From an optimization exercise on the open Yosys and OpenROAD flow, aimed at small area and few clock cycles; shortcuts taken in it are not production practice. Where RTL was checked, it was by simulation tests only, not by an equivalence proof against the original.

## v6
## rgb_to_hsv_converter_unit
module rgb_to_hsv_converter_unit #(
    parameter logic [16:0] REG_AT = 17'b00100100010001001
) (
    input  logic        aclk,
    input  logic        aresetn,
    input  logic        s_tvalid,
    output logic        s_tready,
    input  logic [23:0] s_tdata,    
    output logic        m_tvalid,
    input  logic        m_tready,
    output logic [39:0] m_tdata     
);
    logic [16:0][hsv_pkg::STEP_W-1:0] pos;   
    logic [16:0][hsv_pkg::STEP_W-1:0] src;   
    hsv_pkg::step_t        last;
    logic           en;
    hsv_prep u_prep (
        .in_valid (s_tvalid),
        .red      (s_tdata[7:0]),
        .green    (s_tdata[15:8]),
        .blue     (s_tdata[23:16]),
        .out_bits (pos[0])
    );
    for (genvar p = 0; p <= 16; p++) begin : g_pos
        if (p > 0) begin : g_step
            hsv_div #(.STEP(p - 1)) u_step (.in_bits(src[p-1]), .out_bits(pos[p]));
        end
        if (REG_AT[p]) begin : g_reg
            hsv_pkg::step_t nxt;
            logic           v_reg;
            logic [hsv_pkg::STEP_W-2:0] data_reg;
            assign nxt = pos[p];
            always_ff @(posedge aclk) begin
                if (!aresetn) begin
                    v_reg <= 1'b0;
                end else if (en) begin
                    v_reg <= nxt.v;
                end
            end
            always_ff @(posedge aclk) begin
                if (en) begin
                    data_reg <= nxt[hsv_pkg::STEP_W-2:0];
                end
            end
            assign src[p] = {v_reg, data_reg};
        end else begin : g_wire
            assign src[p] = pos[p];
        end
    end
    logic grey;
    assign last     = src[16];
    assign grey     = (last.dm == 8'hFF);
    assign m_tvalid = last.v;
    assign en       = m_tready || !m_tvalid;
    assign s_tready = en;
    assign m_tdata  = {last.hi,
                       grey ? 16'd0 : last.qs,
                       last.qh};
endmodule
==> module rgb_to_hsv_converter_unit, before the edit <==
module rgb_to_hsv_converter_unit #(
    parameter logic [16:0] REG_AT = 17'b00100100010001001
) (
    input  logic        aclk,
    input  logic        aresetn,
    input  logic        s_tvalid,
    output logic        s_tready,
    input  logic [23:0] s_tdata,    
    output logic        m_tvalid,
    input  logic        m_tready,
    output logic [39:0] m_tdata     
);
    logic [16:0][hsv_pkg::STEP_W-1:0] pos;   
    logic [16:0][hsv_pkg::STEP_W-1:0] src;   
    hsv_pkg::step_t        last;
    logic           en;
    hsv_prep u_prep (
        .in_valid (s_tvalid),
        .red      (s_tdata[7:0]),
        .green    (s_tdata[15:8]),
        .blue     (s_tdata[23:16]),
        .out_bits (pos[0])
    );
    for (genvar p = 0; p <= 16; p++) begin : g_pos
        if (p > 0) begin : g_step
            hsv_div #(.STEP(p - 1)) u_step (.in_bits(src[p-1]), .out_bits(pos[p]));
        end
        if (REG_AT[p]) begin : g_reg
            hsv_pkg::step_t nxt;
            logic           v_reg;
            logic [hsv_pkg::STEP_W-2:0] data_reg;
            assign nxt = pos[p];
            always_ff @(posedge aclk) begin
                if (!aresetn) begin
                    v_reg <= 1'b0;
                end else if (en) begin
                    v_reg <= nxt.v;
                end
            end
            always_ff @(posedge aclk) begin
                if (en) begin
                    data_reg <= nxt[hsv_pkg::STEP_W-2:0];
                end
            end
            assign src[p] = {v_reg, data_reg};
        end else begin : g_wire
            assign src[p] = pos[p];
        end
    end
    logic grey;
    assign last     = src[16];
    assign grey     = (last.dm == 8'hFF);
    assign m_tvalid = last.v;
    assign en       = m_tready || !m_tvalid;
    assign s_tready = en;
    assign m_tdata  = {last.hi,
                       grey ? 16'd0 : last.qs,
                       last.qh};
endmodule
Settings: LEC_CHECK=0, ABC_AREA=1, CAP_MARGIN=20, CORE_MARGIN=2, CORE_UTILIZATION=40, SLEW_MARGIN=20; clock period 5.0 ns.
standard.sh (not shown) runs the stock make flow with config.mk's settings and CLKGATE_MAP_FILE= SYNTH_SCRIPT=/design/flow/synth_recipe.tcl, a recipe that flattens the netlist after the stock synthesis.
==> flow/flow/run.sh <==
#!/bin/bash
set -euo pipefail
export SYNTH_OPERATIONS_ARGS="-nofsm"
export BUFFER_PORTS_ARGS="-buffer_cell sky130_fd_sc_hd__buf_2"
bash standard.sh ADDER_MAP_FILE= ABC_DRIVER_CELL=sky130_fd_sc_hd__buf_4 finish > standard.log 2>&1
v6 completed every stage of the flow, and the final layout passed the timing, DRC and antenna checks.
Testbench counts of v6, summed over its fixed seeds: cycles 32,808.
Setup changes, v6 to v7
--- a/flow/design.v
+++ b/flow/design.v
@@ -106,9 +106,9 @@
         end
     end
 endmodule
 module rgb_to_hsv_converter_unit #(
-    parameter logic [16:0] REG_AT = 17'b00100100010001001
+    parameter logic [16:0] REG_AT = 17'b00100010001000101
 ) (
     input  logic        aclk,
     input  logic        aresetn,
     input  logic        s_tvalid,
==> run notes <==
NOTE: overall global routing resource usage in v7 exceeds that of v6. v7 reports a lower clock distribution area overhead in the final layout than v6 does. Summary of v7 over v6: first-pass GRT wire length rose 2.6 mm.
Testbench counts of v7, summed over its fixed seeds: cycles 32,808.

* * *

## run P
rgb_to_hsv_converter_unit, a different RTL version from the one above (not shown whole).
Size in the first run: about 190 flip-flops, roughly 70 I/O pins.
==> module rgb_to_hsv_converter_unit, before the edit <==
module rgb_to_hsv_converter_unit #(
    parameter logic [16:0] REG_AT = 17'b00100001000010001
) (
    input  logic        aclk,
    input  logic        aresetn,
    input  logic        s_tvalid,
    output logic        s_tready,
    input  logic [23:0] s_tdata,    
    output logic        m_tvalid,
    input  logic        m_tready,
    output logic [39:0] m_tdata     
);
    logic [16:0][hsv_pkg::STEP_W-1:0] pos;   
    logic [16:0][hsv_pkg::STEP_W-1:0] src;   
    hsv_pkg::step_t        last;
    logic           en;
    hsv_prep u_prep (
        .in_valid (s_tvalid),
        .red      (s_tdata[7:0]),
        .green    (s_tdata[15:8]),
        .blue     (s_tdata[23:16]),
        .out_bits (pos[0])
    );
    for (genvar p = 0; p <= 16; p++) begin : g_pos
        if (p > 0) begin : g_step
            hsv_div #(.STEP(p - 1)) u_step (.in_bits(src[p-1]), .out_bits(pos[p]));
        end
        if (REG_AT[p]) begin : g_reg
            hsv_pkg::step_t nxt;
            logic           v_reg;
            logic [hsv_pkg::STEP_W-2:0] data_reg;
            assign nxt = pos[p];
            always_ff @(posedge aclk) begin
                if (!aresetn) begin
                    v_reg <= 1'b0;
                end else if (en) begin
                    v_reg <= nxt.v;
                end
            end
            always_ff @(posedge aclk) begin
                if (en) begin
                    data_reg <= nxt[hsv_pkg::STEP_W-2:0];
                end
            end
            assign src[p] = {v_reg, data_reg};
        end else begin : g_wire
            assign src[p] = pos[p];
        end
    end
    logic grey;
    assign last     = src[16];
    assign grey     = (last.dm == 8'hFF);
    assign m_tvalid = last.v;
    assign en       = m_tready || !m_tvalid;
    assign s_tready = en;
    assign m_tdata  = {last.hi,
                       grey ? 16'd0 : last.qs,
                       last.qh};
endmodule
clock: 5.0 ns
lec_check: 0
abc_area: 1
cap_margin: 20
core_margin: 2
core_utilization: 40
slew_margin: 20
Scripts as last shown in full above: flow/flow/run.sh
In run P the implementation completed, yet the final layout does not meet the checks, the culprit being negative setup slack.
> inputs changed (run P -> run Z)
--- a/flow/design.v
+++ b/flow/design.v
@@ -106,9 +106,9 @@
         end
     end
 endmodule
 module rgb_to_hsv_converter_unit #(
-    parameter logic [16:0] REG_AT = 17'b00100001000010001
+    parameter logic [16:0] REG_AT = 17'b00100100100100101
 ) (
     input  logic        aclk,
     input  logic        aresetn,
     input  logic        s_tvalid,
### Flow results
Run Z: PASS, flow complete, no timing, DRC or antenna violations
Global-route wire length before repair is higher on run P
Run Z gives more register-to-register slack than run P did.
The run showing the greater core footprint is run Z.
Looking at final weighted congestion in routability-driven placement across run P and run Z, the one that comes out higher is run P.
Comparing run P against run Z, there is no change at all in antenna diode instance count.
Clock tree buffer count of the final layout up 21 in run Z wrt run P
Iteration count of the initial detailed-routing pass (run Z over run P): increase, 1
Going from run P to run Z, synthesis-to-layout area growth lower; cell area after layout lower; non-clock buffer count lower; mapped cell area higher; average size of a mapped cell higher.
Compared with run P, number of synthesized flops with an enable pin in run Z increased by more than half.
Testbench counts of run Z, summed over its fixed seeds: cycles 32,816.
For run P, only the layout was checked, not whether the RTL still works.

what the ideal ports hide:
In the flow no input, the clock included, has a driving cell. The finished layouts below were timed again as built, in two steps. Step 1: set_driving_cell puts a clkbuf_16 on aclk and a buf_2 on each other input, an assumption about the parent block. Step 2 times the ports against the registers' clock, not the clock port: input delays grow and output delays shrink by t, the midpoint of the rising clock arrivals with the driver on. a / b / c = no drivers / after step 1 / after step 2; a / b = the first two.
run | t, ns | setup WS [ns] | slew at the worst register clock pin (ns)
v6 | 0.631 | 0.361 / 0.309 / 0.417 | 0.07 / 0.07
v7 | 0.634 | 0.430 / 0.423 / 0.329 | 0.06 / 0.06
run P | 0.528 | -0.545 / -0.545 / -0.545 | 0.08 / 0.08
run Z | 0.583 | 0.479 / 0.424 / 0.531 | 0.06 / 0.06
For v7, which loses most, drivers alone change the setup slack by -0.007 ns; drivers and shift together by -0.101 ns.
